Background: an optimization exercise with open tools, aiming at small area and a short achievable clock period. Do not read the settings as production practice. Where RTL was checked, it was by simulation tests only, not by an equivalence proof against the original. No functional check of the RTL was part of runs 6 and 7. No run shown here takes its clock network from TritonCTS; it comes from the design's own scripts or RTL. The flow treats the clock pin as an ideal source. Dropping or thinning the clock tree relies on that and would not hold on a real chip. No activity file was given, so power comes from the tool's default toggle rates.

==> flow/design.v <==
package spu_pkg;
    typedef enum logic [2:0] {
        FMT_RR  = 3'd0,
        FMT_RI7 = 3'd2
    } fmt_e;
    localparam logic [1:0] SH_SHL_OP   = 2'b11;
    localparam logic [1:0] SH_ROT_OP   = 2'b00;
    localparam logic [1:0] SH_ROTM_OP  = 2'b01;
    localparam logic [1:0] SH_ROTMA_OP = 2'b10;
endpackage
module sf2_shifter #(
    parameter int LO = 0,
    parameter int HI = 3
) (
    input  logic [15:0] x,
    input  logic [3:0]  amt,
    output logic [15:0] y
);
    logic [15:0] lv [LO:HI+1];
    assign lv[LO] = x;
    for (genvar l = LO; l <= HI; l++) begin : g_l
        assign lv[l+1] = amt[l] ? {lv[l][15-(1<<l):0], lv[l][15:16-(1<<l)]} : lv[l];
    end
    assign y = lv[HI+1];
endmodule
module sf2_rot2 #(
    parameter int LO = 0,
    parameter int HI = 3
) (
    input  logic [15:0] x,
    input  logic [3:0]  amt,
    input  logic [3:0]  amtn,
    output logic [15:0] y
);
    logic [15:0] lv [LO:HI+1];
    assign lv[LO] = x;
    for (genvar l = LO; l <= HI; l++) begin : g_l
        assign lv[l+1] = ({16{amt[l]}} & {lv[l][15-(1<<l):0], lv[l][15:16-(1<<l)]})
                       | ({16{amtn[l]}} & lv[l]);
    end
    assign y = lv[HI+1];
endmodule
module simple_fixed_2
(
    input  logic         clk,
    input  logic         reset,
    input  logic [0:10]  op,
    input  logic [2:0]   format,
    input  logic [6:0]   rt_addr,
    input  logic [0:127] ra,
    input  logic [0:127] rb,
    input  logic [0:17]  imm,
    input  logic         reg_write,
    output logic [0:127] rt_wb,
    output logic [6:0]   rt_addr_wb,
    output logic         reg_write_wb
);
    localparam int S0 = 1;   
    logic ok0, ri_fmt, ri0, wide0;
    assign ri_fmt = op[5] ? (format == spu_pkg::FMT_RI7) : (format == spu_pkg::FMT_RR);
    assign ok0   = (op[0:4] == 5'b00001) && op[6] && op[7] && ri_fmt;
    assign ri0   = op[5];
    assign wide0 = !op[8];
    logic [5:0]  s_cl [4];
    logic [4:0]  s_cu [4];
    logic [15:0] s_hu [4];
    logic [15:0] s_hl [4];
    logic [1:0]  s_sg [4];
    for (genvar j = 0; j < 4; j++) begin : g_s
        logic [31:0] x, b;
        assign x = ra[32*j +: 32];
        assign b = rb[32*j +: 32];
        assign s_cl[j] = ri0 ? imm[12:17] : b[5:0];
        assign s_cu[j] = ri0 ? imm[13:17] : (wide0 ? b[4:0] : b[20:16]);
        assign s_sg[j] = {x[31], wide0 ? x[31] : x[15]};
        sf2_shifter #(.LO(0), .HI(S0-1)) u_u (.x(x[31:16]), .amt(s_cu[j][3:0]), .y(s_hu[j]));
        sf2_shifter #(.LO(0), .HI(S0-1)) u_l (.x(x[15:0]),  .amt(s_cl[j][3:0]), .y(s_hl[j]));
    end
    logic         r1_ok, r1_we;
    logic [6:0]   r1_addr;
    logic         r1_wide;
    logic [1:0]   r1_kind;
    logic [15:0]  r1_hu [4];
    logic [15:0]  r1_hl [4];
    logic [5:0]   r1_cl [4];
    logic [4:0]   r1_cu [4];
    logic [1:0]   r1_sg [4];
    logic [3:0]   r1_cun [4];   
    logic [3:0]   r1_cln [4];
    always_ff @(posedge clk or negedge reset) begin
        if (!reset) begin
            r1_ok   <= 1'b0;
            r1_we   <= 1'b0;
            r1_addr <= '0;
        end else begin
            r1_ok   <= ok0;
            r1_we   <= reg_write;
            r1_addr <= rt_addr;
        end
    end
    always_ff @(posedge clk) begin
        r1_wide <= wide0;
        r1_kind <= op[9:10];
        for (int j = 0; j < 4; j++) begin
            r1_hu[j] <= s_hu[j];
            r1_hl[j] <= s_hl[j];
            r1_cl[j] <= s_cl[j];
            r1_cu[j] <= s_cu[j];
            r1_sg[j] <= s_sg[j];
            r1_cun[j] <= ~s_cu[j][3:0];
            r1_cln[j] <= ~s_cl[j][3:0];
        end
    end
    logic [0:127] a_rt;
    logic         shl, rot, arith;
    assign shl   = r1_kind == spu_pkg::SH_SHL_OP;
    assign rot   = r1_kind == spu_pkg::SH_ROT_OP;
    assign arith = r1_kind == spu_pkg::SH_ROTMA_OP;
    function automatic logic [15:0] therm(input logic [3:0] c);
        logic [15:0] t;
        t = 16'hFFFF;
        for (int l = 0; l < 4; l++)
            for (int k = 0; k < 16; k++)
                if (((k >> l) & 1) == 1)
                    t[k] = t[k] | !c[l];
                else
                    t[k] = t[k] & !c[l];
        therm = t;
    endfunction
    for (genvar j = 0; j < 4; j++) begin : g_a
        logic [15:0] hu, hl, ou, ol, gu, gl, t;
        logic [4:0]  cu, cl;
        logic        c5, zu, zl, zw, fu, fl;
        logic        au, bu, ccu, al, bl, ccl;
        sf2_rot2 #(.LO(S0), .HI(3)) u_u (.x(r1_hu[j]), .amt(r1_cu[j][3:0]), .amtn(r1_cun[j]), .y(hu));
        sf2_rot2 #(.LO(S0), .HI(3)) u_l (.x(r1_hl[j]), .amt(r1_cl[j][3:0]), .amtn(r1_cln[j]), .y(hl));
        assign cu = r1_cu[j];
        assign cl = r1_cl[j][4:0];
        assign c5 = r1_cl[j][5];
        assign zu = cu == 5'd0;
        assign zl = cl == 5'd0;
        assign zw = zl && !c5;
        assign fu = r1_ok && arith && r1_sg[j][1];
        assign fl = r1_ok && arith && r1_sg[j][0];
        always_comb begin
            if (rot) begin
                au = 1'b1; bu = 1'b0; ccu = 1'b0;
                al = 1'b1; bl = 1'b0; ccl = 1'b0;
            end else if (r1_wide) begin
                au  = shl ? !c5 && !cl[4] : zw;
                bu  = shl && !c5 && cl[4];
                ccu = !shl && c5 && cl[4];
                al  = shl ? 1'b0 : zw || (c5 && cl[4]);
                bl  = shl && !c5 && !cl[4];
                ccl = !shl && c5;
            end else begin
                au  = !shl && zu;
                bu  = shl && !cu[4];
                ccu = !shl && cu[4];
                al  = !shl && zl;
                bl  = shl && !cl[4];
                ccl = !shl && cl[4];
            end
            au = au && r1_ok; bu = bu && r1_ok; ccu = ccu && r1_ok;
            al = al && r1_ok; bl = bl && r1_ok; ccl = ccl && r1_ok;
        end
        assign gu = therm(cu[3:0]);
        assign gl = therm(cl[3:0]);
        assign t  = r1_wide ? gl ^ {16{cl[4]}} : 16'hFFFF;
        for (genvar k = 0; k < 16; k++) begin : g_k
            logic ku, kl;
            assign ku = au || (gu[k] ? bu : ccu);
            assign kl = al || (gl[k] ? bl : ccl);
            assign ou[k] = ku ? (t[k] ? hu[k] : hl[k]) : fu;
            assign ol[k] = kl ? (t[k] ? hl[k] : hu[k]) : fl;
        end
        assign a_rt[32*j +: 32] = {ou, ol};
    end
    logic [0:127] r2_rt, r3_rt;
    logic [6:0]   r2_addr, r3_addr;
    logic         r2_we, r3_we;
    always_ff @(posedge clk or negedge reset) begin
        if (!reset) begin
            r2_rt   <= '0;
            r2_addr <= '0;
            r2_we   <= 1'b0;
            r3_rt   <= '0;
            r3_addr <= '0;
            r3_we   <= 1'b0;
        end else begin
            r2_rt   <= a_rt;
            r2_addr <= r1_addr;
            r2_we   <= r1_ok & r1_we;
            r3_rt   <= r2_rt;
            r3_addr <= r2_addr;
            r3_we   <= r2_we;
        end
    end
    assign rt_wb        = r3_rt;
    assign rt_addr_wb   = r3_addr;
    assign reg_write_wb = r3_we;
endmodule
==> flow/flow/run.sh <==
#!/bin/bash
# Standard ORFS layout with plain buf_1 port buffers and a two-level clock
# tree built by flow/mycts.tcl in place of the flow's clock tree synthesis.
set -euo pipefail
bash standard.sh "BUFFER_PORTS_ARGS=-buffer_cell sky130_fd_sc_hd__buf_1" "PRE_CTS_TCL=$PWD/flow/mycts.tcl" finish > standard.log 2>&1
==> flow/flow/mycts.tcl <==
# Two-level clock tree: one root clkbuf_16 at the middle of the flip-flops,
# driving one clkbuf_16 per group of flip-flops; groups are equal-count
# cells of a columns x rows split of the flip-flops by position.
proc my_two_level_cts {} {
  set ncol 4
  set nrow 4
  if {[info exists ::env(MYCTS_COLS)]} { set ncol $::env(MYCTS_COLS) }
  if {[info exists ::env(MYCTS_ROWS)]} { set nrow $::env(MYCTS_ROWS) }
  set db [ord::get_db]
  set block [ord::get_db_block]
  set clk [$block findNet clk]
  set buf [$db findMaster sky130_fd_sc_hd__clkbuf_16]
  set sinks {}
  foreach it [$clk getITerms] {
    set b [[$it getInst] getBBox]
    lappend sinks [list $it [expr {([$b xMin] + [$b xMax]) / 2}] [expr {([$b yMin] + [$b yMax]) / 2}]]
  }
  set n [llength $sinks]
  puts "mycts: $n sinks, $ncol x $nrow groups"
  set sx 0; set sy 0
  foreach s $sinks { incr sx [lindex $s 1]; incr sy [lindex $s 2] }
  set cx [expr {$sx / $n}]; set cy [expr {$sy / $n}]
  # root buffer
  set root [odb::dbInst_create $block $buf clkbuf_root]
  $root setLocation $cx $cy
  $root setPlacementStatus PLACED
  set rnet [odb::dbNet_create $block clknet_root]
  $rnet setSigType CLOCK
  # split into columns by x, each column into rows by y
  set byx [lsort -integer -index 1 $sinks]
  set g 0
  for {set c 0} {$c < $ncol} {incr c} {
    set lo [expr {$c * $n / $ncol}]
    set hi [expr {($c + 1) * $n / $ncol - 1}]
    set col [lsort -integer -index 2 [lrange $byx $lo $hi]]
    set m [llength $col]
    for {set r 0} {$r < $nrow} {incr r} {
      set grp [lrange $col [expr {$r * $m / $nrow}] [expr {($r + 1) * $m / $nrow - 1}]]
      set gx 0; set gy 0
      foreach s $grp { incr gx [lindex $s 1]; incr gy [lindex $s 2] }
      set k [llength $grp]
      set leaf [odb::dbInst_create $block $buf clkbuf_leaf_$g]
      $leaf setLocation [expr {$gx / $k}] [expr {$gy / $k}]
      $leaf setPlacementStatus PLACED
      set lnet [odb::dbNet_create $block clknet_leaf_$g]
      $lnet setSigType CLOCK
      [$leaf findITerm A] connect $rnet
      [$leaf findITerm X] connect $lnet
      foreach s $grp {
        set it [lindex $s 0]
        $it disconnect
        $it connect $lnet
      }
      incr g
    }
  }
  [$root findITerm A] connect $clk
  [$root findITerm X] connect $rnet
  puts "mycts: $g leaf buffers"
}

my_two_level_cts
# the tree is built; make the flow's own clock tree step a no-op
rename clock_tree_synthesis orfs_clock_tree_synthesis
proc clock_tree_synthesis {args} { puts "clock tree built by flow/mycts.tcl" }
==> flow/standard.sh <==
#!/bin/bash
# synth_recipe.tcl (not shown) runs the flow's synth.tcl, then flattens the netlist and writes it again
# the make line also repeats each setting of config.mk as NAME=value (left out here)
make -C /OpenROAD-flow-scripts/flow DESIGN_CONFIG=/design/flow/config.mk WORK_HOME=/design/flow/orfs CLKGATE_MAP_FILE= SYNTH_SCRIPT=/design/flow/synth_recipe.tcl "${@:-finish}"
==> flow/config.mk <==
export PLATFORM = sky130hd
export DESIGN_NAME = simple_fixed_2
export DESIGN_NICKNAME = simple_fixed_2
export VERILOG_FILES = /design/flow/design.v
export SDC_FILE = /design/flow/constraint.sdc
export NUM_CORES = 4
export LEC_CHECK = 0
export CAP_MARGIN = 20
export CORE_MARGIN = 2
export CORE_UTILIZATION = 60
export SETUP_SLACK_MARGIN = 3.8
export SLEW_MARGIN = 20
==> flow/constraint.sdc <==
create_clock -name core_clock -period 6.0 [get_ports {clk}]
set_input_delay 1.2000 -clock core_clock [delete_from_list [all_inputs] [get_ports {clk}]]
set_output_delay 1.2000 -clock core_clock [all_outputs]
set_load 0.01 [all_outputs]
==> run notes, run 1 <==
Finish-stage setup viols=0; Max-Cap Viols=0; Final ANT Viol Nets=0; Sw Ratio=around 30%; Detailed Route WL=70.4 mm; delay-heaviest family, CP=flip-flops; io pins=~430; Nets=3017; clk slew on worst S/H paths=between 0.1 and 0.15 ns; syn avg cell area=9.60 um^2; initial antenna violation count=2; Startpoint Class=register; Synth Warn #=27; FF+latch count, synth=488; commonest non-fill, non-tap cell in the layout=nand2_1; status=no timing/DRC/antenna violations; DRC=0; first-pass GRT wire length=106 mm; total chip power=6.59 mW; reg2reg path depth=6; iteration count of the initial detailed-routing pass=6; vias in the first global route=roughly 19000; Switch Pwr=2.01 mW; Leak=11.7 nW; max incr delay on CP=0.43 ns; vias=a little over 20000; pre-CTS WS=about 2.5 ns; Die Footprint=between 40000 and 50000 um^2; Worst Hold Class=reg2reg; initial drt markers=2054; gpl congestion=0.938; CP Capture Type=primary output; mapped cell area=~24000 um^2; slowest CP cell=dfrtp_1; worst-path cell chain=clkbuf_2; critical path data arrival time=approximately 1.2 ns; post-synthesis cell type count=50; slew margin rel.=a little under half; critical path depth=1; clk_skew=0.0180 ns; Layout area overhead=15.6%; FMAX=between 400 and 500 MHz; dpl cells=3155; Slew @ Worst Pin=0.819 ns; Tmin final=2.35 ns; DR WL/cell=about 22 um; Synth async-reset ratio=57.6%; most frequent cells in the layout=369 x nand2_1, 280 x dfrtp_1, 256 x o22ai_1; CP Data Required Time=between 4 and 5 ns; Hold Buf Count CTS=0; port bufs=roughly 340; cell internal pwr=4.57 mW; Skew-Pair Late Insertion Delay=0.56 ns; final hold vios=0; GRT Util Overall=roughly 33%; Seq pwr share=54.8%; die width=202 um; worst setup margin=between 3 and 4 ns; Rows=72; crit-path max FO=1; Cell Pwr Density=242 nW/um^2; Finished Layout Cells=3237; die height=202 um; RSZ-0062 raised after global routing=yes; final-layout fill cell count=2915; total gr overflow=0; core footprint=38700 um^2; Post-synth top flop=dfrtp_1; period utilization=39.2%; DR vias/cell=approximately 6.3; critical path class=reg2out; EDFF count, synth=0; hold depth=0; share of cells above drive strength 1=21.6%; VDD IR max=0.000216 V; Initial Util=60.9%; Synth Instances=2457; Clock power frac=21.7%; WP buf/inv=1; syn_nets=approximately 2800; Slew Viols, Final=0; Combinational Power Share=23.5%; pin count of the biggest net entering global routing=127; post-synthesis sequential area ratio=47.4%; setup TNS=0 ns; DP HPWL=approximately 49 mm
state kept, by name (all words and copies together), names as in the netlist, 2 cells and up:
name	cells
r1_kind	2
r1_cln	12
r1_hu	64
r1_hl	64
r1_sg	8
r1_cl	24
r3_addr	7
r2_rt	128
r3_rt	128
r2_addr	7
r1_cun	12
r1_cu	20
r1_addr	7
synthesized netlist by cell type (all sizes together) (6+ instances only):
| cell type | count | area share, % |
|---|---|---|
| o31ai | 9 | 0.33 |
| and2 | 8 | 0.21 |
| o211ai | 85 | 2.7 |
| o311ai | 8 | 0.42 |
| nor4 | 6 | 0.16 |
| buf | 57 | 1.3 |
| nand2 | 423 | 6.7 |
| clkbuf | 114 | 1.8 |
| dfxtp | 207 | 18 |
| a211oi | 16 | 0.57 |
| mux2i | 170 | 7.2 |
| nor2 | 155 | 2.5 |
| nand2b | 12 | 0.32 |
| o21a | 12 | 0.38 |
| mux2 | 200 | 9.6 |
| a21oi | 26 | 0.55 |
| a31oi | 9 | 0.24 |
| nor3 | 22 | 0.49 |
| nor2b | 8 | 0.21 |
| o21ai | 70 | 1.5 |
| dfrtp | 281 | 30 |
| xnor2 | 42 | 1.6 |
| o22ai | 256 | 6.8 |
| nand3 | 28 | 0.59 |
| a22oi | 128 | 4.1 |
| or4 | 7 | 0.27 |
| or2 | 12 | 0.32 |
| inv | 58 | 0.92 |
area by class of cell:
| cell class | instances | area (um^2) | share of cell area [%] |
|---|---|---|---|
| timing repair buffer | 407 | 2510 | 9.20 |
| tap | 518 | 648 | 2.38 |
| sequential | 488 | 11200 | 41.3 |
| buffer | 17 | 425 | 1.56 |
| inverter | 62 | 272 | 0.996 |
| antenna | 2 | 5.00 | 0.0184 |
| multi-input combinational | 1736 | 12100 | 44.3 |
| timing repair inverter | 7 | 72.6 | 0.266 |
final timing paths:
check	from	endpoint	slack, ns
setup / recovery	r3_rt[93]$_DFF_PN0_	rt_wb[93]	3.65
hold / removal	r2_rt[86]$_DFF_PN0_	r3_rt[86]$_DFF_PN0_	0.35
setup reg to reg	r1_cu[1][1]$_DFF_P_	r2_rt[40]$_DFF_PN0_	3.84
hold reg to reg	r2_rt[86]$_DFF_PN0_	r3_rt[86]$_DFF_PN0_	0.35
max in group asynchronous	reset	r3_rt[34]$_DFF_PN0_	4.45
min in group asynchronous	reset	r3_rt[28]$_DFF_PN0_	0.61
per-stage QoR:
stage	util, %	hold slack, ns	instance area (um^2)
floorplan	-	0.331	23800
global placement	64.5	0.331	25000
detailed placement	64.6	0.335	25000
CTS	69.5	0.335	26900
global route	70.4	0.359	27300
finish	70.4	0.352	27300
power by group through the flow:
stage / Clock, mW / Combinational [mW] / Sequential (mW)
4_1_cts: 1.08 / 1.49 / 3.67
3_3_place_gp: 0 / 1.33 / 3.66
6_report: 1.43 / 1.55 / 3.61
5_1_grt: 1.57 / 1.66 / 3.63
3_5_place_dp: 0 / 1.36 / 3.67
2_1_floorplan: 0 / 1.09 / 3.54
cells by family (layout without fill, tap and decap cells):
kind of cell,count (synthesis),after routing,share of synthesized area (%)
AOI/OAI and AO/OA,626,626,17.8
xor gates and xnor gates,46,46,1.74
buffers and inverters,233,493,4.08
DFF,488,488,47.4
muxes,370,370,16.8
other,0,2,0
and+or+nand+nor,694,694,12.2
what timing repair did:
action / CTS / global route
gates cloned: 14 / 1
setup buffers: 44 / 4
pin swaps: 48 / 3
gates resized for setup: 195 / 174
setup endpoints to repair: 551 / 263
endpoints found under the hold margin: 0 / 0
per-layer routing:
metal / global-route usage, % / routed length (um) / vias up
li1: - / - / 9353
met1: 44.6 / 28600 / 9940
met2: 55.4 / 34400 / 936
met3: 2.74 / 4810 / 136
met4: 10.4 / 2550 / 4
met5: 0 / 26 / -
==> inputs of run 2 (changes only) <==
==> flow/flow/mycts.tcl (replaced) <==
# Two-level clock tree. The flip-flops are split by position into 2 x 2
# quadrants of equal count, and each quadrant into cols x rows groups of
# equal count. The clock port drives one clkbuf_16 per quadrant, at the
# middle of its flip-flops; each of these drives one clkbuf_16 per group,
# at the middle of the group's flip-flops, which drives the group's clock pins.
proc my_split {items idx parts} {
  set s [lsort -integer -index $idx $items]
  set n [llength $s]
  set out {}
  for {set i 0} {$i < $parts} {incr i} {
    lappend out [lrange $s [expr {$i * $n / $parts}] [expr {($i + 1) * $n / $parts - 1}]]
  }
  return $out
}

proc my_middle {items} {
  set sx 0; set sy 0
  foreach s $items { incr sx [lindex $s 1]; incr sy [lindex $s 2] }
  set n [llength $items]
  return [list [expr {$sx / $n}] [expr {$sy / $n}]]
}

proc my_buffer {name xy innet} {
  set block [ord::get_db_block]
  set b [odb::dbInst_create $block [[ord::get_db] findMaster sky130_fd_sc_hd__clkbuf_16] $name]
  $b setLocation [lindex $xy 0] [lindex $xy 1]
  $b setPlacementStatus PLACED
  set net [odb::dbNet_create $block net_$name]
  $net setSigType CLOCK
  [$b findITerm A] connect $innet
  [$b findITerm X] connect $net
  return $net
}

proc my_two_level_cts {cols rows} {
  set block [ord::get_db_block]
  set clk [$block findNet clk]
  set sinks {}
  foreach it [$clk getITerms] {
    set b [[$it getInst] getBBox]
    lappend sinks [list $it [expr {([$b xMin] + [$b xMax]) / 2}] [expr {([$b yMin] + [$b yMax]) / 2}]]
  }
  foreach s $sinks { [lindex $s 0] disconnect }
  puts "mycts: [llength $sinks] sinks, 4 quadrants of $cols x $rows groups"
  set q 0
  foreach half [my_split $sinks 1 2] {
    foreach quad [my_split $half 2 2] {
      set qnet [my_buffer clkbuf_q$q [my_middle $quad] $clk]
      set g 0
      foreach col [my_split $quad 1 $cols] {
        foreach grp [my_split $col 2 $rows] {
          set lnet [my_buffer clkbuf_q${q}_$g [my_middle $grp] $qnet]
          foreach s $grp { [lindex $s 0] connect $lnet }
          incr g
        }
      }
      incr q
    }
  }
}

my_two_level_cts 2 3
# the tree is built; make the flow's own clock tree step a no-op
rename clock_tree_synthesis orfs_clock_tree_synthesis
proc clock_tree_synthesis {args} { puts "clock tree built by flow/mycts.tcl" }
--- a/flow/config.mk
+++ b/flow/config.mk
@@ -8,5 +8,5 @@
 export CAP_MARGIN = 20
 export CORE_MARGIN = 2
 export CORE_UTILIZATION = 60
-export SETUP_SLACK_MARGIN = 3.8
+export SETUP_SLACK_MARGIN = 3.9
 export SLEW_MARGIN = 20
==> run 2 against run 1 <==
Sequential power barely moved. Clock power rose by 27%. Synthesized cell count did not move. Cell count rose by 1.5%. Maximum frequency rose by 9.7%. Routed wire length rose by 2.4%. Cell area rose by 2.2%. Via count rose by 1.5%. Die area did not move. Critical endpoint is now r2_rt[25]$_DFF_PN0_. Largest cell class unchanged. Highest routed layer unchanged.
==> run notes, run 2 <==
status=no timing/DRC/antenna violations; vias in the first global route=between 15000 and 20000; critical path data arrival time=2.37 ns; DR WL/cell=about 22 um; Detailed Route WL=slightly above 70 mm; Finish-stage setup viols=0; Hold Path Origin=r2_rt[90]$_DFF_PN0_; Sw Ratio=29.7%; crit-path max FO=16; share of cells above drive strength 1=roughly a fifth; gpl congestion=0.929; Switch Pwr=~2.1 mW; DP HPWL=49.5 mm; initial antenna violation count=7; Initial Util=60.9%; Worst Hold Class=reg2reg; clk slew on worst S/H paths=around 0.080 ns; commonest non-fill, non-tap cell in the layout=nand2_1; post-synthesis cell type count=50; DR vias/cell=6.30; die width=202 um; total gr overflow=0; count leader, synth=nand2_1; Post-synth top flop=dfrtp_1; Layout area overhead=18.2%; Tmin final=2.14 ns; pin count of the biggest net entering global routing=78; Slew @ Worst Pin=about 0.78 ns; CP Capture Type=register; cell internal pwr=between 4 and 5 mW; Die Footprint=40900 um^2; Synth Warn #=27; vias=about 21000; top-area cell type share of the netlist area=29.8%; FMAX=467 MHz; R2R Path End=r2_rt[25]$_DFF_PN0_; core footprint=just under 40000 um^2; RSZ-0062 raised after global routing=yes; R2R Setup Slk=around 3.9 ns; Synth area leader=dfrtp_1; Critical path origin=r1_cl[0][1]$_DFF_P_; Max-Cap Viols=0; GRT Util Overall=about a third; reg2reg path depth=6; hold endpoint=r3_rt[90]$_DFF_PN0_; Combinational Power Share=22.7%; FF+latch count, synth=488; VDD IR max=0.000201 V; Seq pwr share=51.4%; mapped cell area=around 24000 um^2; clk_skew=0.0167 ns; iteration count of the initial detailed-routing pass=6; final core utilization=71.9%; EDFF count, synth=0; Slew Viols, Final=0; Nets=3061; syn avg cell area=9.60 um^2; port bufs=337; initial drt markers=~2200; dpl cells=3155; Synth Instances=~2500; Synth async-reset ratio=57.6%; biggest regs=r2_rt: 128 flops, r3_rt: 128 flops; slew margin rel.=48.3%; period utilization=35.7%; Startpoint Class=register; CP Data Required Time=6.23 ns; total chip power=roughly 7.0 mW; post-synthesis sequential area ratio=47.4%; largest cells by area after synthesis=dfrtp_1 30%, dfxtp_1 18%, mux2_2 9.6%, mux2i_1 7.2%, o22ai_1 6.8%; setup TNS=0 ns; first-pass GRT wire length=~110 mm; Rows=between 70 and 80; die height=202 um; most frequent cells in the layout=385 x nand2_1, 312 x buf_1, 280 x dfrtp_1; Skew-Pair Late Insertion Delay=between 0.3 and 0.4 ns; Finished Layout Cells=3284; io pins=about 430; minimum hold slack=around 0.35 ns; Hold Buf Count CTS=0; syn_nets=2755; hold depth=0; Final ANT Viol Nets=0; Cell Pwr Density=251 nW/um^2; Clock power frac=25.9%; final hold vios=0; worst r2r src=r1_cl[0][1]$_DFF_P_; Leak=11.7 nW; critical path class=reg2reg; DRC=0; Synth top cells by count=422 x nand2_1, 281 x dfrtp_1, 256 x o22ai_1; final-layout fill cell count=2853
==> run 2: power groups by stage <==
stage | logic (mW) | registers (mW) | clock network, mW
after floorplan | 1.09 | 3.54 | 0
after global placement | 1.33 | 3.66 | 0
after detailed placement | 1.37 | 3.66 | 0
after CTS | 1.50 | 3.67 | 1.43
after global routing | 1.71 | 3.62 | 1.94
final | 1.59 | 3.60 | 1.81
==> run 2: area by class of cell <==
class                      instances  area (um^2)  share of cell area [%]
sequential                       488        11300                    40.4
inverter                          62          256                   0.920
multi-input combinational       1738        12200                    43.7
timing repair buffer             439         2750                    9.85
antenna                            5         12.5                  0.0449
buffer                            28          701                    2.51
timing repair inverter             6         56.3                   0.202
tap                              518          648                    2.33
==> run 2: cells by family after synthesis <==
logic type	share of synthesized area, %
DFF	47.4
xor gates and xnor gates	1.74
muxes	16.8
buffers and inverters	4.08
and+or+nand+nor	12.2
AOI/OAI and AO/OA	17.8
==> run 2: metal layers <==
layer  up-vias  GRT usage (%)  routed length (um)
met2      1070           55.2               34000
met3       215           5.66                6350
li1       9464              -                   -
met1      9923           44.0               28300
met4         4           13.2                3420
met5         -              0                  22
==> run 2: how the worst max path moves through the flow <==
stage / endpoint / slack, ns / depth (start not counted)
5_1_grt: r1_hl[2][10]$_DFF_P_ / 3.84 / 6
6_report: r2_rt[25]$_DFF_PN0_ / 3.86 / 6
3_5_place_dp: r1_hu[1][15]$_DFF_P_ / 2.38 / 6
4_1_cts: r1_hu[1][1]$_DFF_P_ / 3.52 / 9
3_3_place_gp: r1_hu[1][8]$_DFF_P_ / 2.43 / 6
2_1_floorplan: r1_hl[0][10]$_DFF_P_ / 3.69 / 4
==> run 2: what timing repair did <==
item | 4_1_cts | 5_1_grt
pin swaps | 27 | 17
setup buffers | 58 | 17
resized for setup | 201 | 85
setup endpoints to repair | 502 | 174
gates cloned | 17 | 4
==> run 2: critical path, stage by stage (launching register included) <==
cell,delay (ns)
dfxtp_4,0.42
or4_4,0.58
nor3_4,0.23
o311ai_4,0.14
buf_12,0.19
o211ai_1,0.13
mux2i_1,0.34
==> run 2: through the flow <==
stage	setup WS (ns)	area (um^2)
after detailed placement	2.38	25000
after CTS	3.52	27400
after global placement	2.43	25000
after floorplan	3.69	23800
after global routing	3.84	27900
final	3.86	27900
==> inputs of run 3 (changes only) <==
--- a/flow/config.mk
+++ b/flow/config.mk
@@ -8,5 +8,5 @@
 export CAP_MARGIN = 20
 export CORE_MARGIN = 2
 export CORE_UTILIZATION = 60
-export SETUP_SLACK_MARGIN = 3.9
+export SETUP_SLACK_MARGIN = 4.0
 export SLEW_MARGIN = 20
==> run 3 against run 2 <==
Routed wire length up 7.6%. Clock skew rose by 0.0052 ns. Highest routed layer unchanged. Largest cell class unchanged. Core utilization rose by 3.9 points. Critical path depth shrank 5. Die area unchanged. Critical path type is now reg2out. Global-route usage is 1.6 points higher. Sequential share of layout area down 2.0 points. Register-to-register slack barely moved. Synthesized cell count unchanged.
==> run notes, run 3 <==
status=no timing/DRC/antenna violations; Critical path origin=r3_rt[101]$_DFF_PN0_; critical path class=reg2out; clk_skew=0.0219 ns; RSZ-0062 raised after global routing=yes; Max-Cap Viols=0; Multi-input gate area=12900 um^2; Startpoint Class=register; setup TNS=0 ns; initial antenna violation count=9; die width=202 um; clk slew on worst S/H paths=about 0.090 ns; worst r2r src=r1_cl[0][1]$_DFF_P_; DR vias/cell=6.43; slowest CP cell=dfrtp_1; Synth top cells by count=422 x nand2_1, 281 x dfrtp_1, 256 x o22ai_1; DP HPWL=approximately 49 mm; Detailed Route WL=77.6 mm; post-synthesis sequential area ratio=between 40% and 50%; share of cells above drive strength 1=between 20% and 30%; iteration count of the initial detailed-routing pass=7; reg2reg path depth=7; delay-heaviest family, CP=flip-flops; Leak=about 13 nW; critical path data arrival time=0.96 ns; Initial Util=60.9%; total gr overflow=0; post-synthesis cell type count=50; Tmin final=2.16 ns; FMAX=464 MHz; Nets=3118; syn avg cell area=9.60 um^2; Synth area leader=dfrtp_1; GRT Util Overall=35.0%; final-layout fill cell count=about 2600; vias in the first global route=20100; Hold Path Origin=r2_rt[6]$_DFF_PN0_; VDD IR max=0.000250 V; Synth Instances=2457; commonest non-fill, non-tap cell in the layout=nand2_1; EDFF count, synth=0; largest cells by area after synthesis=dfrtp_1 30%, dfxtp_1 18%, mux2_2 9.6%, mux2i_1 7.2%, o22ai_1 6.8%; initial drt markers=between 2000 and 3000; dpl cells=3160; CP Data Required Time=4.80 ns; DRC=0; most frequent cells in the layout=361 x nand2_1, 280 x dfrtp_1, 256 x o22ai_1; worst setup margin=3.84 ns; Finished Layout Cells=around 3300; period utilization=35.9%; slew margin rel.=62.1%; Cell Pwr Density=245 nW/um^2; Synth async-reset ratio=57.6%; Post-synth top flop=dfrtp_1; mapped cell area=23600 um^2; Worst Hold Class=reg2reg; Die Footprint=40900 um^2; io pins=434; Slew @ Worst Pin=roughly 0.57 ns; pre-CTS WS=2.57 ns; R2R Setup Slk=3.86 ns; WP buf/inv=1; CP Capture Type=primary output; gpl congestion=0.936; pin count of the biggest net entering global routing=a little under 80; FF+latch count, synth=488; DR WL/cell=~23 um; vias=21500; Finish-stage setup viols=0; Hold Buf Count CTS=0; first-pass GRT wire length=113 mm; Final ANT Viol Nets=0; R2R Path End=r2_rt[11]$_DFF_PN0_; count leader, synth=nand2_1; Layout area overhead=24.5%; Synth Warn #=27; Skew-Pair Late Insertion Delay=0.36 ns; Critical Path Sink=rt_wb[101]; biggest regs=r2_rt: 128 flops, r3_rt: 128 flops; final hold vios=0; port bufs=approximately 340; top-area cell type share of the netlist area=29.8%; register area=11300 um^2; critical path depth=1; syn_nets=2755; die height=202 um; worst-path cell chain=clkbuf_2; Rows=between 70 and 80; max incr delay on CP=0.43 ns; core footprint=about 39000 um^2; crit-path max FO=1; Slew Viols, Final=0
-- run 3: worst min-delay path by stage --
stage	to	slack [ns]	cells after the start
after global placement	r2_addr[5]$_DFF_PN0_	0.33	0
after detailed placement	r3_rt[110]$_DFF_PN0_	0.33	0
final	r3_rt[6]$_DFF_PN0_	0.35	0
after global routing	r3_rt[122]$_DFF_PN0_	0.36	0
after floorplan	r2_addr[0]$_DFF_PN0_	0.33	0
after CTS	r3_rt[110]$_DFF_PN0_	0.33	0
-- run 3: final cells by class --
type / instances / area share (%)
multi-input cells: 1740 / 43.8
flip-flops and latches: 488 / 38.4
repair buffers: 494 / 12.1
plain buffers: 28 / 2.39
well taps: 518 / 2.21
inverters: 62 / 0.899
repair inverters: 6 / 0.209
diodes: 10 / 0.0852
-- run 3: repair_timing --
action                                  4_1_cts  5_1_grt
setup buffers                                74       43
endpoints found under the setup margin      563      379
endpoints found under the hold margin         0        0
gates cloned                                 24        7
pin swaps                                    47       37
gates resized for setup                     277      297
-- run 3: per-stage QoR --
| stage | hold WS, ns | cell area [um^2] | utilization (%) | total power, mW |
|---|---|---|---|---|
| after floorplan | 0.331 | 23900 | - | 4.63 |
| final | 0.351 | 29400 | 75.8 | 7.19 |
| after global routing | 0.357 | 29300 | 75.8 | 7.44 |
| after detailed placement | 0.335 | 25000 | 64.7 | 5.03 |
| after CTS | 0.335 | 27900 | 72.1 | 6.65 |
| after global placement | 0.331 | 25000 | 64.6 | 4.98 |
-- run 3: kinds of logic (layout without fill, tap and decap cells) --
kind of cell | count (synthesis) | in the layout | share of synthesized area, %
muxes | 370 | 370 | 16.8
xor gates and xnor gates | 46 | 46 | 1.74
other | 0 | 10 | 0
AOI/OAI and AO/OA | 626 | 630 | 17.8
and+or+nand+nor | 694 | 694 | 12.2
DFF | 488 | 488 | 47.4
buffers and inverters | 233 | 590 | 4.08
-- run 3: layer usage --
layer | global-route usage [%] | up-vias | share of wire, % | routed length (um)
met5 | 0 | - | 0.061 | 47
li1 | - | 9600 | - | -
met1 | 46.0 | 10400 | 39 | 30000
met2 | 58.5 | 1289 | 48 | 37400
met3 | 5.85 | 260 | 8.6 | 6650
met4 | 13.0 | 6 | 4.5 | 3500
-- run 3: where the power goes --
part | leakage [nW] | switching [mW] | total (mW) | internal [mW]
clock network | 0.345 | 1.01 | 1.85 | 0.838
registers | 5.63 | 0.186 | 3.59 | 3.41
logic | 6.78 | 0.991 | 1.75 | 0.757
==> inputs of run 4 (changes only) <==
--- a/flow/config.mk
+++ b/flow/config.mk
@@ -8,5 +8,5 @@
 export CAP_MARGIN = 20
 export CORE_MARGIN = 2
 export CORE_UTILIZATION = 60
-export SETUP_SLACK_MARGIN = 4.0
+export SETUP_SLACK_MARGIN = 3.8
 export SLEW_MARGIN = 20
==> run 4 against run 3 <==
Die area unchanged. Cell count decreased by 2.7%. Maximum frequency decreased by 1.1%. Flip-flop and latch count unchanged. Worst setup slack got worse by 0.023 ns. Register-to-register slack got worse by 0.03 ns. Worst hold slack got worse by 0.011 ns. Global-route usage decreased by 1.9 points. First-iteration DRC count decreased by 24%. Core utilization decreased by 5.0 points. Clock power about the same. Synthesized area unchanged. Critical endpoint is now rt_wb[93]. Largest cell class unchanged. Highest routed layer unchanged.
==> run notes, run 4 <==
pin count of the biggest net entering global routing=127; DR WL/cell=21.8 um; status=no timing/DRC/antenna violations; Skew-Pair Late Insertion Delay=0.36 ns; DRC=0; total gr overflow=0; Hold Buf Count CTS=0; final-layout fill cell count=2889; count leader, synth=nand2_1; CP Data Required Time=roughly 4.8 ns; io pins=434; pre-CTS WS=roughly 2.5 ns; Slew @ Worst Pin=0.832 ns; mapped cell area=23600 um^2; Tmin final=2.18 ns; die width=202 um; Die Footprint=~40000 um^2; Layout area overhead=16.4%; Nets=3034; Initial Util=60.9%; period utilization=around 36%; Worst Hold Class=reg2reg; slowest CP cell=dfrtp_1; critical path class=reg2out; delay-heaviest family, CP=flip-flops; first-pass GRT wire length=107 mm; DP HPWL=49.1 mm; CP Capture Type=primary output; worst-path cell chain=clkbuf_2; vias=20400; Synth Warn #=27; die height=202 um; Final ANT Viol Nets=0; top-area cell type share of the netlist area=29.8%; total chip power=6.98 mW; iteration count of the initial detailed-routing pass=6; EDFF count, synth=0; post-synthesis mux area share=16.8%; Synth async-reset ratio=57.6%; core footprint=a little under 40000 um^2; most frequent cells in the layout=364 x nand2_1, 333 x buf_1, 280 x dfrtp_1; XOR/XNOR share of the synthesized area=between 1.5 and 2%; WP buf/inv=1; minimum hold slack=between 0.3 and 0.4 ns; largest family of logic cells by synthesized area=compound AO/OA/AOI/OAI gates; final hold vios=0; DR vias/cell=~6.3; initial drt markers=just under 2000; GRT Util Overall=33.1%; Synth Instances=about 2500; syn_nets=2755; FF+latch count, synth=roughly 500; Rows=72; Post-Synth Adder-Cell Area=0%; Startpoint Class=register; FMAX=459 MHz; port bufs=roughly 340; Synth top cells by count=422 x nand2_1, 281 x dfrtp_1, 256 x o22ai_1; RSZ-0062 raised after global routing=no; dpl cells=about 3200; Detailed Route WL=about 71 mm; vias in the first global route=between 15000 and 20000; crit-path max FO=1; largest cells by area after synthesis=dfrtp_1 30%, dfxtp_1 18%, mux2_2 9.6%, mux2i_1 7.2%, o22ai_1 6.8%; post-synthesis cell type count=50; gpl congestion=around 0.94; max incr delay on CP=0.45 ns; slew margin rel.=44.5%; VDD IR max=0.000214 V; clk slew on worst S/H paths=0.09 ns; initial antenna violation count=2; Leak=approximately 11 nW; Finished Layout Cells=3255; Cell Pwr Density=254 nW/um^2; post-synthesis sequential area ratio=47.4%; syn avg cell area=9.60 um^2; Slew Viols, Final=0; Finish-stage setup viols=0; simple-gate share of the synthesized area=12.2%; setup TNS=0 ns; clk_skew=approximately 0.021 ns; Max-Cap Viols=0; post-synthesis compound-gate area fraction=between 10% and 20%; Synth area leader=dfrtp_1; critical path data arrival time=0.98 ns; commonest non-fill, non-tap cell in the layout=nand2_1; worst setup margin=3.82 ns; biggest regs=r2_rt: 128 flops, r3_rt: 128 flops; share of cells above drive strength 1=a little under a fifth; Post-synth top flop=dfrtp_1
run 4: worst paths after layout:
check                      slack [ns]                   end  cells after the start                 start
max                              3.82             rt_wb[93]                      1   r3_rt[93]$_DFF_PN0_
min                              0.34  r3_addr[5]$_DFF_PN0_                      0  r2_addr[5]$_DFF_PN0_
max reg2reg                      3.83  r2_rt[111]$_DFF_PN0_                      5   r1_cl[3][1]$_DFF_P_
min reg2reg                      0.34  r3_addr[5]$_DFF_PN0_                      0  r2_addr[5]$_DFF_PN0_
max in group asynchronous        4.24  r3_addr[4]$_DFF_PN0_                      2                 reset
min in group asynchronous        0.81   r2_rt[13]$_DFF_PN0_                      1                 reset
run 4: kinds of logic after synthesis:
family	after synthesis
muxes	370
xor gates and xnor gates	46
and+or+nand+nor	694
buffers and inverters	233
DFF	488
AOI/OAI and AO/OA	626
run 4: area by class of cell:
| class | count | area [um^2] | area share, % |
|---|---|---|---|
| inverters | 62 | 272 | 0.989 |
| multi-input cells | 1736 | 12100 | 44.2 |
| plain buffers | 28 | 701 | 2.55 |
| diodes | 3 | 7.51 | 0.0274 |
| repair buffers | 413 | 2350 | 8.58 |
| well taps | 518 | 648 | 2.36 |
| flip-flops and latches | 488 | 11200 | 41.0 |
| repair inverters | 7 | 72.6 | 0.264 |
run 4: repair_timing:
item / in CTS / in global routing
pin swaps: 48 / 3
gates cloned: 14 / 0
resized for setup: 218 / 39
endpoints found under the setup margin: 551 / 121
setup buffers: 45 / 10
run 4: metal layers:
layer	GRT usage (%)	part of all wire, %	wire, um
met3	3.90	7.2	5090
met1	44.5	40	28600
met5	0	0.018	13
met2	55.6	48	34300
met4	11.8	4.0	2820
run 4: power breakdown:
group | switching, mW | total, mW | internal, mW
Clock | 0.983 | 1.82 | 0.837
Combinational | 0.899 | 1.55 | 0.653
Sequential | 0.198 | 3.61 | 3.41
Total | 2.08 | 6.98 | 4.90
run 4: per-stage QoR:
stage	utilization [%]	instance area, um^2
after global routing	70.8	27400
after global placement	64.5	25000
final	70.8	27400
after floorplan	-	23800
after detailed placement	64.6	25000
after CTS	70.3	27200
==> inputs of run 5 (changes only) <==
--- a/flow/config.mk
+++ b/flow/config.mk
@@ -7,6 +7,6 @@
 export LEC_CHECK = 0
 export CAP_MARGIN = 20
 export CORE_MARGIN = 2
-export CORE_UTILIZATION = 60
+export CORE_UTILIZATION = 70
 export SETUP_SLACK_MARGIN = 3.8
 export SLEW_MARGIN = 20
==> run 5 against run 4 <==
Critical path depth is 5 higher. Register-to-register slack worse by 0.03 ns. Die area fell by 14%. Synthesized cell count stayed put. Cell area barely moved. Largest power group unchanged.
==> run notes, run 5 <==
biggest regs=r2_rt: 128 flops, r3_rt: 128 flops; hold depth=0; FF+latch count, synth=around 490; minimum hold slack=0.352 ns; post-synthesis cell type count=50; DR vias/cell=6.80; GRT Util Overall=41.6%; Detailed Route WL=76.3 mm; DRC=0; most frequent cells in the layout=375 x nand2_1, 333 x buf_1, 280 x dfrtp_1; FMAX=450 MHz; share of cells above drive strength 1=between 10% and 20%; DP HPWL=48.2 mm; count leader, synth=nand2_1; status=no timing/DRC/antenna violations; critical path class=in2reg; io pins=approximately 430; crit-path max FO=8; pin count of the biggest net entering global routing=95; final hold vios=0; total gr overflow=0; initial drt markers=2716; Post-synth top flop=dfrtp_1; initial antenna violation count=3; die height=between 150 and 200 um; clk_skew=approximately 0.016 ns; commonest non-fill, non-tap cell in the layout=nand2_1; syn avg cell area=9.60 um^2; R2R Setup Slk=3.80 ns; Slew @ Worst Pin=0.798 ns; Synth async-reset ratio=57.6%; period utilization=37.0%; largest cells by area after synthesis=dfrtp_1 30%, dfxtp_1 18%, mux2_2 9.6%, mux2i_1 7.2%, o22ai_1 6.8%; Initial Util=a little over 70%; core footprint=33400 um^2; design area=27400 um^2; DR WL/cell=23.9 um; Hold Buf Count CTS=0; EDFF count, synth=0; first-pass GRT wire length=between 100 and 150 mm; R2R Path End=r2_rt[127]$_DFF_PN0_; Cell Pwr Density=between 200 and 300 nW/um^2; Synth top cells by count=422 x nand2_1, 281 x dfrtp_1, 256 x o22ai_1; critical path data arrival time=between 2 and 2.5 ns; Synth Warn #=27; Slew Viols, Final=0; Tmin final=2.22 ns; VDD IR max=0.000230 V; Final ANT Viol Nets=0; CP Data Required Time=approximately 6.2 ns; gpl congestion=0.944; CP Capture Type=register; setup TNS=0 ns; Finish-stage setup viols=0; Synth Instances=2457; Die Footprint=35200 um^2; final-layout fill cell count=1883; hold endpoint=r3_rt[27]$_DFF_PN0_; post-synthesis sequential area ratio=47.4%; final core utilization=82.2%; vias in the first global route=20700; slew margin rel.=46.8%; dpl cells=slightly above 3000; Max-Cap Viols=0; worst r2r src=r1_cl[3][1]$_DFF_P_; vias=21700; reg2reg path depth=7; Startpoint Class=input port; Nets=3041; Synth area leader=dfrtp_1; Rows=67; RSZ-0062 raised after global routing=yes; Cell Area, Placed=around 25000 um^2; mapped cell area=23600 um^2; Skew-Pair Late Insertion Delay=0.35 ns; syn_nets=2755; Finished Layout Cells=3195; Worst Hold Class=reg2reg; Hold Path Origin=r2_rt[27]$_DFF_PN0_; die width=approximately 190 um; clk slew on worst S/H paths=around 0.080 ns; Leak=11.5 nW; iteration count of the initial detailed-routing pass=6; top-area cell type share of the netlist area=between 20% and 30%; Layout area overhead=16.3%; port bufs=337
[run 5: layout make-up]
cell class                      count  area [um^2]  share of cell area (%)
Buffer                             28          701                    2.56
Multi-Input combinational cell   1737        12100                    44.2
Timing Repair inverter              7         87.6                   0.319
Inverter                           62          272                   0.990
Tap cell                          448          561                    2.04
Antenna cell                        6         15.0                  0.0548
Timing Repair Buffer              419         2420                    8.83
Sequential cell                   488        11200                    41.0
[run 5: cell families (layout without fill, tap and decap cells)]
kind of cell / count (synthesis) / count (layout) / synth area share (%)
buffers and inverters: 233 / 516 / 4.08
multiplexers: 370 / 370 / 16.8
other: 0 / 6 / 0
flip-flops: 488 / 488 / 47.4
XOR/XNOR: 46 / 46 / 1.74
AO/OA/AOI/OAI: 626 / 627 / 17.8
AND/OR/NAND/NOR: 694 / 694 / 12.2
[run 5: repair_timing]
item                       CTS  global route
setup endpoints to repair  597           127
cloned                      15             0
setup buffers               54             9
resized for setup          208            33
pin swaps                   47             4
[run 5: power by group]
group          total, mW  leakage, nW  switching (mW)  internal (mW)
logic               1.61         5.56           0.944          0.663
clock network       1.82        0.345           0.981          0.837
registers           3.62         5.62           0.207           3.41
[run 5: worst max path at each step]
stage | from | end | slack [ns] | depth (start not counted)
CTS | op[5] | r1_hl[0][10]$_DFF_P_ | 3.54 | 6
global route | r1_cl[3][1]$_DFF_P_ | r2_rt[103]$_DFF_PN0_ | 3.77 | 6
finish | op[5] | r1_hl[1][13]$_DFF_P_ | 3.78 | 6
global placement | r1_wide$_DFF_P_ | r2_rt[49]$_DFF_PN0_ | 2.64 | 6
detailed placement | r1_wide$_DFF_P_ | r2_rt[49]$_DFF_PN0_ | 2.61 | 6
floorplan | op[5] | r1_hl[0][10]$_DFF_P_ | 3.69 | 4
[run 5: worst max-delay path, cell delays in order]
cell       delay, ns
clkbuf_16       0.14
buf_12          0.13
mux2i_4         0.36
buf_12          0.16
buf_16          0.14
mux2_4          0.31
[run 5: through the flow]
| step | power [mW] | worst slack, ns |
|---|---|---|
| after CTS | 6.62 | 3.54 |
| after global placement | 4.97 | 2.64 |
| final | 7.04 | 3.78 |
| after global routing | 7.27 | 3.77 |
| after floorplan | 4.62 | 3.69 |
| after detailed placement | 5.03 | 2.61 |
[run 5: routing by layer]
metal | vias to the layer above | GRT usage (%) | share of wire [%] | wire length, um
met1 | 10400 | 51.9 | 35 | 27000
met4 | 0 | 22.4 | 6.9 | 5250
li1 | 9406 | - | - | -
met2 | 1568 | 69.0 | 48 | 36300
met3 | 375 | 7.49 | 10 | 7780
met5 | - | 0 | 0 | 0
==> inputs of run 6 (changes only) <==
--- a/flow/design.v
+++ b/flow/design.v
@@ -55,7 +55,7 @@
     output logic [6:0]   rt_addr_wb,
     output logic         reg_write_wb
 );
-    localparam int S0 = 1;   
+    localparam int S0 = 0;   
     logic ok0, ri_fmt, ri0, wide0;
     assign ri_fmt = op[5] ? (format == spu_pkg::FMT_RI7) : (format == spu_pkg::FMT_RR);
     assign ok0   = (op[0:4] == 5'b00001) && op[6] && op[7] && ri_fmt;
@@ -73,8 +73,8 @@
         assign s_cl[j] = ri0 ? imm[12:17] : b[5:0];
         assign s_cu[j] = ri0 ? imm[13:17] : (wide0 ? b[4:0] : b[20:16]);
         assign s_sg[j] = {x[31], wide0 ? x[31] : x[15]};
-        sf2_shifter #(.LO(0), .HI(S0-1)) u_u (.x(x[31:16]), .amt(s_cu[j][3:0]), .y(s_hu[j]));
-        sf2_shifter #(.LO(0), .HI(S0-1)) u_l (.x(x[15:0]),  .amt(s_cl[j][3:0]), .y(s_hl[j]));
+        assign s_hu[j] = x[31:16];
+        assign s_hl[j] = x[15:0];
     end
     logic         r1_ok, r1_we;
     logic [6:0]   r1_addr;
--- a/flow/config.mk
+++ b/flow/config.mk
@@ -7,6 +7,6 @@
 export LEC_CHECK = 0
 export CAP_MARGIN = 20
 export CORE_MARGIN = 2
-export CORE_UTILIZATION = 70
+export CORE_UTILIZATION = 60
 export SETUP_SLACK_MARGIN = 3.8
 export SLEW_MARGIN = 20
==> run 6 against run 5 <==
Clock skew up 0.010 ns. Combinational power is 6% lower. Die area is 18% higher. Clock power about the same. Critical path depth shrank 2. First-iteration DRC count is 23% lower. Largest power group unchanged.
==> run notes, run 6 <==
status=no timing/DRC/antenna violations; Synth top cells by count=313 x nand2_1, 281 x dfrtp_1, 276 x mux2i_1; period utilization=about 39%; VDD IR max=0.000250 V; post-synthesis compound-gate area fraction=24.4%; Die Footprint=around 42000 um^2; Layout area overhead=12.3%; dpl cells=approximately 3000; XOR/XNOR share of the synthesized area=2.16%; clk_skew=0.0262 ns; top-area cell type share of the netlist area=roughly 30%; DR WL/cell=22.1 um; Synth Instances=2433; critical path data arrival time=between 2 and 3 ns; Cell Pwr Density=between 200 and 300 nW/um^2; mapped cell area=between 20000 and 25000 um^2; biggest regs=r2_rt: 128 flops, r3_rt: 128 flops; Finished Layout Cells=3166; Tmin final=2.33 ns; Initial Util=60.6%; share of cells above drive strength 1=8.27%; initial drt markers=2089; post-synthesis cell type count=47; gpl congestion=0.943; io pins=~430; initial antenna violation count=5; pin count of the biggest net entering global routing=78; Slew @ Worst Pin=about 0.78 ns; syn avg cell area=9.85 um^2; Slew Viols, Final=0; commonest non-fill, non-tap cell in the layout=buf_1; EDFF count, synth=0; crit-path max FO=19; critical path class=reg2reg; FMAX=430 MHz; Hold Buf Count CTS=0; Combinational Power Share=21.9%; Finish-stage setup viols=0; Seq pwr share=51.8%; Clock power frac=a little over a quarter; Worst Hold Class=reg2reg; Post-synth top flop=dfrtp_1; Max-Cap Viols=0; Startpoint Class=register; die width=204 um; RSZ-0062 raised after global routing=yes; largest family of logic cells by synthesized area=compound AO/OA/AOI/OAI gates; Synth area leader=dfrtp_1; Nets=2935; Synth async-reset ratio=57.1%; DR vias/cell=6.42; core footprint=~40000 um^2; die height=204 um; total chip power=6.90 mW; cell internal pwr=between 4 and 5 mW; iteration count of the initial detailed-routing pass=6; simple-gate share of the synthesized area=9.93%; Final ANT Viol Nets=0; Sw Ratio=29.6%; port bufs=337; post-synthesis sequential area ratio=47.0%; first-pass GRT wire length=around 100 mm; Detailed Route WL=69.9 mm; count leader, synth=nand2_1; total gr overflow=0; Rows=73; setup TNS=0 ns; GRT Util Overall=31.7%; vias in the first global route=about 18000; Skew-Pair Late Insertion Delay=0.36 ns; Post-Synth Adder-Cell Area=0%; final-layout fill cell count=~3100; Switch Pwr=2.04 mW; largest cells by area after synthesis=dfrtp_1 29%, dfxtp_1 18%, mux2i_1 12%, a22o_1 9.4%, a22oi_1 8.0%; final hold vios=0; DRC=0; most frequent cells in the layout=334 x buf_1, 305 x nand2_1, 280 x dfrtp_1; clk slew on worst S/H paths=0.09 ns; post-synthesis mux area share=11.7%; Leak=12.5 nW; syn_nets=around 2700; Synth Warn #=27; CP Data Required Time=6.22 ns; FF+latch count, synth=492; CP Capture Type=register; slew margin rel.=47.3%; DP HPWL=48.8 mm; vias=20300
run 6: repair_timing:
| action | CTS | global route |
|---|---|---|
| setup buffers | 13 | 27 |
| cloned | 6 | 2 |
| endpoints found under the setup margin | 438 | 118 |
| pin swaps | 8 | 7 |
| resized for setup | 104 | 67 |
run 6: routing by layer:
metal,GRT usage (%),vias up,routed length (um)
li1,-,9348,-
met1,45.2,9774,29200
met2,49.9,1039,32100
met3,3.79,152,5580
met4,11.8,0,2980
met5,0,-,0
run 6: final timing paths:
path                            slack [ns]                 start  cells past startpoint                    to
min in group asynchronous             0.85                 reset                      1   r3_rt[27]$_DFF_PN0_
worst max-delay path                  3.67       r1_ok$_DFF_PN0_                      4   r2_rt[47]$_DFF_PN0_
worst max register to register        3.67       r1_ok$_DFF_PN0_                      4   r2_rt[47]$_DFF_PN0_
worst min register to register        0.34  r2_rt[126]$_DFF_PN0_                      0  r3_rt[126]$_DFF_PN0_
worst min-delay path                  0.34  r2_rt[126]$_DFF_PN0_                      0  r3_rt[126]$_DFF_PN0_
max in group asynchronous             4.23                 reset                      2    r3_rt[1]$_DFF_PN0_
run 6: area by class of cell:
cell class	instances	area (um^2)	share of cell area, %
Inverter	62	233	0.865
Tap cell	525	657	2.44
Multi-Input combinational cell	1659	12000	44.8
Timing Repair Buffer	394	1910	7.11
Sequential cell	492	11300	42.1
Antenna cell	6	15.0	0.0558
Buffer	28	701	2.60
run 6: kinds of logic after synthesis:
| group | Yosys count |
|---|---|
| buf+inv | 288 |
| simple gates | 552 |
| flops | 492 |
| compound gates | 762 |
| xor+xnor | 59 |
| mux | 280 |
run 6: metrics by stage:
step                setup WS, ns  hold WS [ns]  util, %  area [um^2]
floorplan                   3.81         0.331        -        24000
global placement            2.48         0.331     63.4        25100
detailed placement          2.44         0.335     63.5        25100
CTS                         3.65         0.335     66.8        26400
global route                3.66         0.355     68.0        26900
finish                      3.67         0.344     68.0        26900
run 6: power by group through the flow:
stage	Clock, mW	Combinational (mW)	Sequential, mW
after global placement	0	1.36	3.65
final	1.82	1.51	3.57
after global routing	1.96	1.63	3.59
after CTS	1.43	1.44	3.65
after floorplan	0	1.13	3.52
after detailed placement	0	1.39	3.65
run 6: critical path: stages (launching register included):
cell and delay, ns:
dfrtp_4 0.66, nand2_1 0.12, nor2_2 0.39, nand2_1 0.54, mux2i_1 0.45
==> inputs of run 7 (changes only) <==
--- a/flow/design.v
+++ b/flow/design.v
@@ -23,23 +23,6 @@
     end
     assign y = lv[HI+1];
 endmodule
-module sf2_rot2 #(
-    parameter int LO = 0,
-    parameter int HI = 3
-) (
-    input  logic [15:0] x,
-    input  logic [3:0]  amt,
-    input  logic [3:0]  amtn,
-    output logic [15:0] y
-);
-    logic [15:0] lv [LO:HI+1];
-    assign lv[LO] = x;
-    for (genvar l = LO; l <= HI; l++) begin : g_l
-        assign lv[l+1] = ({16{amt[l]}} & {lv[l][15-(1<<l):0], lv[l][15:16-(1<<l)]})
-                       | ({16{amtn[l]}} & lv[l]);
-    end
-    assign y = lv[HI+1];
-endmodule
 module simple_fixed_2
 (
     input  logic         clk,
@@ -55,7 +38,7 @@
     output logic [6:0]   rt_addr_wb,
     output logic         reg_write_wb
 );
-    localparam int S0 = 0;   
+    localparam int S0 = 1;   
     logic ok0, ri_fmt, ri0, wide0;
     assign ri_fmt = op[5] ? (format == spu_pkg::FMT_RI7) : (format == spu_pkg::FMT_RR);
     assign ok0   = (op[0:4] == 5'b00001) && op[6] && op[7] && ri_fmt;
@@ -73,8 +56,8 @@
         assign s_cl[j] = ri0 ? imm[12:17] : b[5:0];
         assign s_cu[j] = ri0 ? imm[13:17] : (wide0 ? b[4:0] : b[20:16]);
         assign s_sg[j] = {x[31], wide0 ? x[31] : x[15]};
-        assign s_hu[j] = x[31:16];
-        assign s_hl[j] = x[15:0];
+        sf2_shifter #(.LO(0), .HI(S0-1)) u_u (.x(x[31:16]), .amt(s_cu[j][3:0]), .y(s_hu[j]));
+        sf2_shifter #(.LO(0), .HI(S0-1)) u_l (.x(x[15:0]),  .amt(s_cl[j][3:0]), .y(s_hl[j]));
     end
     logic         r1_ok, r1_we;
     logic [6:0]   r1_addr;
@@ -85,8 +68,6 @@
     logic [5:0]   r1_cl [4];
     logic [4:0]   r1_cu [4];
     logic [1:0]   r1_sg [4];
-    logic [3:0]   r1_cun [4];   
-    logic [3:0]   r1_cln [4];
     always_ff @(posedge clk or negedge reset) begin
         if (!reset) begin
             r1_ok   <= 1'b0;
@@ -107,8 +88,6 @@
             r1_cl[j] <= s_cl[j];
             r1_cu[j] <= s_cu[j];
             r1_sg[j] <= s_sg[j];
-            r1_cun[j] <= ~s_cu[j][3:0];
-            r1_cln[j] <= ~s_cl[j][3:0];
         end
     end
     logic [0:127] a_rt;
@@ -132,8 +111,8 @@
         logic [4:0]  cu, cl;
         logic        c5, zu, zl, zw, fu, fl;
         logic        au, bu, ccu, al, bl, ccl;
-        sf2_rot2 #(.LO(S0), .HI(3)) u_u (.x(r1_hu[j]), .amt(r1_cu[j][3:0]), .amtn(r1_cun[j]), .y(hu));
-        sf2_rot2 #(.LO(S0), .HI(3)) u_l (.x(r1_hl[j]), .amt(r1_cl[j][3:0]), .amtn(r1_cln[j]), .y(hl));
+        sf2_shifter #(.LO(S0), .HI(3)) u_u (.x(r1_hu[j]), .amt(r1_cu[j][3:0]), .y(hu));
+        sf2_shifter #(.LO(S0), .HI(3)) u_l (.x(r1_hl[j]), .amt(r1_cl[j][3:0]), .y(hl));
         assign cu = r1_cu[j];
         assign cl = r1_cl[j][4:0];
         assign c5 = r1_cl[j][5];
==> run 7 against run 6 <==
Still clean. Routed wire length grew 0.15%. Global-route usage grew 1.1 points. Maximum frequency grew 6.8%. Register-to-register slack gained 0.15 ns. Synthesized area shrank 1.4%. Via count shrank 0.94%. Synthesized cell count shrank 0.66%.
==> run notes, run 7 <==
DR vias/cell=6.25; Tmin final=2.18 ns; status=no timing/DRC/antenna violations; clk_skew=around 0.018 ns; die height=202 um; initial antenna violation count=7; FMAX=459 MHz; post-synthesis mux area share=23.7%; EDFF count, synth=0; Slew @ Worst Pin=0.762 ns; Startpoint Class=register; Hold Buf Count CTS=0; total gr overflow=0; mapped cell area=23600 um^2; Seq pwr share=49.6%; Synth async-reset ratio=between 60% and 70%; post-synthesis compound-gate area fraction=12.7%; core footprint=38700 um^2; Die Footprint=41000 um^2; minimum hold slack=0.350 ns; XOR/XNOR share of the synthesized area=1.71%; final hold vios=0; Post-Synth Adder-Cell Area=0%; pin count of the biggest net entering global routing=73; design area=approximately 28000 um^2; Max-Cap Viols=0; Layout area overhead=16.6%; gpl congestion=between 0.9 and 1; top-area cell type share of the netlist area=29.8%; pre-CTS WS=2.56 ns; worst setup margin=3.82 ns; syn avg cell area=9.77 um^2; DRC=0; CP Data Required Time=approximately 6.2 ns; post-synthesis cell type count=47; Synth top cells by count=394 x nand2_1, 316 x mux2i_1, 281 x dfrtp_1; biggest regs=r2_rt: 128 flops, r3_rt: 128 flops; Synth Warn #=23; total chip power=between 6 and 7 mW; Cell Pwr Density=247 nW/um^2; syn_nets=2715; share of cells above drive strength 1=18.7%; Clock power frac=26.2%; count leader, synth=nand2_1; simple-gate share of the synthesized area=12.8%; setup TNS=0 ns; RSZ-0062 raised after global routing=yes; DP HPWL=48.3 mm; period utilization=36.3%; Initial Util=61.0%; port bufs=approximately 340; GRT Util Overall=32.8%; Slew Viols, Final=0; VDD IR max=0.000202 V; DR WL/cell=approximately 22 um; largest family of logic cells by synthesized area=multiplexers; Combinational Power Share=about a quarter; clk slew on worst S/H paths=0.08 ns; Worst Hold Class=reg2reg; Leak=12.2 nW; Sw Ratio=30.2%; critical path data arrival time=2.42 ns; most frequent cells in the layout=334 x buf_1, 331 x nand2_1, 307 x mux2i_1; post-synthesis sequential area ratio=45.3%; Cell Area, Placed=around 25000 um^2; Finish-stage setup viols=0; initial drt markers=roughly 1800; Post-synth top flop=dfrtp_1; critical path class=reg2reg; vias in the first global route=18900; first-pass GRT wire length=106 mm; crit-path max FO=33; Final ANT Viol Nets=0; largest cells by area after synthesis=dfrtp_1 30%, dfxtp_1 16%, mux2i_1 13%, mux2_2 9.5%, o22ai_1 6.6%; CP Capture Type=register; die width=202 um; Switch Pwr=2.06 mW; commonest non-fill, non-tap cell in the layout=buf_1; final-layout fill cell count=2921; FF+latch count, synth=between 400 and 500; slew margin rel.=49.2%; Detailed Route WL=70.0 mm; vias=~20000; Rows=72; Nets=3001; Synth area leader=dfrtp_1; iteration count of the initial detailed-routing pass=5; Synth Instances=2417; io pins=434; cell internal pwr=4.75 mW; Skew-Pair Late Insertion Delay=0.36 ns
==> run 7: changes by cell type in the layout (fill, tap and decap cells not counted), sizes merged, moves of 52 or more <==
| cell | previous run | this run |
|---|---|---|
| o22ai | 3 | 248 |
| nand2 | 314 | 394 |
| o211ai | 8 | 68 |
| nor2 | 101 | 168 |
| a22oi | 256 | 0 |
| mux2 | 4 | 200 |
| a311oi | 52 | 0 |
| a22o | 256 | 0 |
==> run 7: area by class of cell <==
| class | count | area [um^2] | share of cell area [%] |
|---|---|---|---|
| repair inverters | 7 | 57.6 | 0.209 |
| plain buffers | 28 | 701 | 2.55 |
| flip-flops and latches | 464 | 10700 | 39.0 |
| well taps | 518 | 648 | 2.35 |
| inverters | 35 | 159 | 0.577 |
| diodes | 1 | 2.50 | 0.00909 |
| repair buffers | 424 | 2510 | 9.11 |
| multi-input cells | 1743 | 12700 | 46.2 |
==> run 7: layer usage <==
| layer | part of all wire [%] | track usage, % | routed length (um) | vias up |
|---|---|---|---|---|
| met5 | 0.10 | 0 | 72 | - |
| met4 | 3.9 | 11.0 | 2730 | 12 |
| met3 | 7.4 | 4.05 | 5200 | 175 |
| met2 | 48 | 55.8 | 33900 | 1020 |
| met1 | 40 | 43.5 | 28100 | 9736 |
| li1 | - | - | - | 9179 |
==> run 7: logic make-up (layout without fill, tap and decap cells) <==
| logic type | Yosys count | after routing |
|---|---|---|
| simple gates | 714 | 714 |
| flops | 464 | 464 |
| mux | 524 | 524 |
| compound gates | 459 | 459 |
| buf+inv | 210 | 494 |
| xor+xnor | 46 | 46 |
| other cells | 0 | 1 |
==> run 7: power groups by stage <==
stage / Clock, mW / Sequential [mW] / Combinational, mW
floorplan: 0 / 3.35 / 1.13
global placement: 0 / 3.43 / 1.42
detailed placement: 0 / 3.43 / 1.46
CTS: 1.40 / 3.44 / 1.60
global route: 1.92 / 3.39 / 1.76
finish: 1.79 / 3.38 / 1.65
==> run 7: metrics by stage <==
stage	utilization (%)	instances
5_1_grt	71.1	3220
3_5_place_dp	64.7	3120
4_1_cts	70.6	3212
3_3_place_gp	64.7	3120
2_1_floorplan	-	2417
6_report	71.1	3220
==> run 7: worst paths after layout <==
kind | start | end | slack [ns] | cells after the start
max | r1_cl[1][2]$_DFF_P_ | r2_rt[52]$_DFF_PN0_ | 3.82 | 7
min | r2_rt[7]$_DFF_PN0_ | r3_rt[7]$_DFF_PN0_ | 0.35 | 0
max reg2reg | r1_cl[1][2]$_DFF_P_ | r2_rt[52]$_DFF_PN0_ | 3.82 | 7
min reg2reg | r2_rt[7]$_DFF_PN0_ | r3_rt[7]$_DFF_PN0_ | 0.35 | 0
max in group asynchronous | reset | r2_rt[113]$_DFF_PN0_ | 4.29 | 2
min in group asynchronous | reset | r3_rt[117]$_DFF_PN0_ | 0.82 | 1
==> run 7: critical path, cell delays in order (launching register included) <==
cell	delay, ns
dfxtp_1	0.31
buf_4	0.25
or4_4	0.48
nor3_4	0.23
o311ai_4	0.13
buf_12	0.19
o211ai_1	0.15
mux2i_2	0.33
==> run 7: what timing repair did <==
| action | 4_1_cts | 5_1_grt |
|---|---|---|
| cloned | 17 | 0 |
| resized for setup | 193 | 34 |
| pin swaps | 90 | 1 |
| setup endpoints to repair | 536 | 120 |
| setup buffers | 47 | 7 |

-- static timing again, ports no longer ideal --
Ports are ideal in the flow. The routed layouts listed here were re-timed in OpenROAD.
Step 1: set_driving_cell puts a clkbuf_16 on clk and a buf_2 on each other input, an assumption about the parent block.
Step 2 moves the port delays by t, midway between the first and last clock arrival at a register: inputs arrive t later, outputs are due t later. That takes back most of the time a late clock gives input paths.
a / b / c = no drivers / after step 1 / after step 2; a / b = the first two.
run	t, ns	setup WS [ns]	latest minus earliest clock arrival (ns)
run 1	0.606	3.649 / 3.589 / 3.447	0.022 / 0.022
run 2	0.476	3.857 / 3.736 / 3.318	0.022 / 0.022
run 3	0.478	3.843 / 3.715 / 3.453	0.022 / 0.023
run 4	0.472	3.820 / 3.696 / 3.437	0.021 / 0.020
run 5	0.469	3.780 / 3.685 / 3.376	0.022 / 0.022
run 6	0.482	3.674 / 3.674 / 3.674	0.028 / 0.028
run 7	0.472	3.822 / 3.706 / 3.378	0.021 / 0.021
After both steps every run listed still meets setup and hold. The setup slack of run 2, which loses most, moves by -0.121 ns with the drivers and by -0.539 ns with both steps.
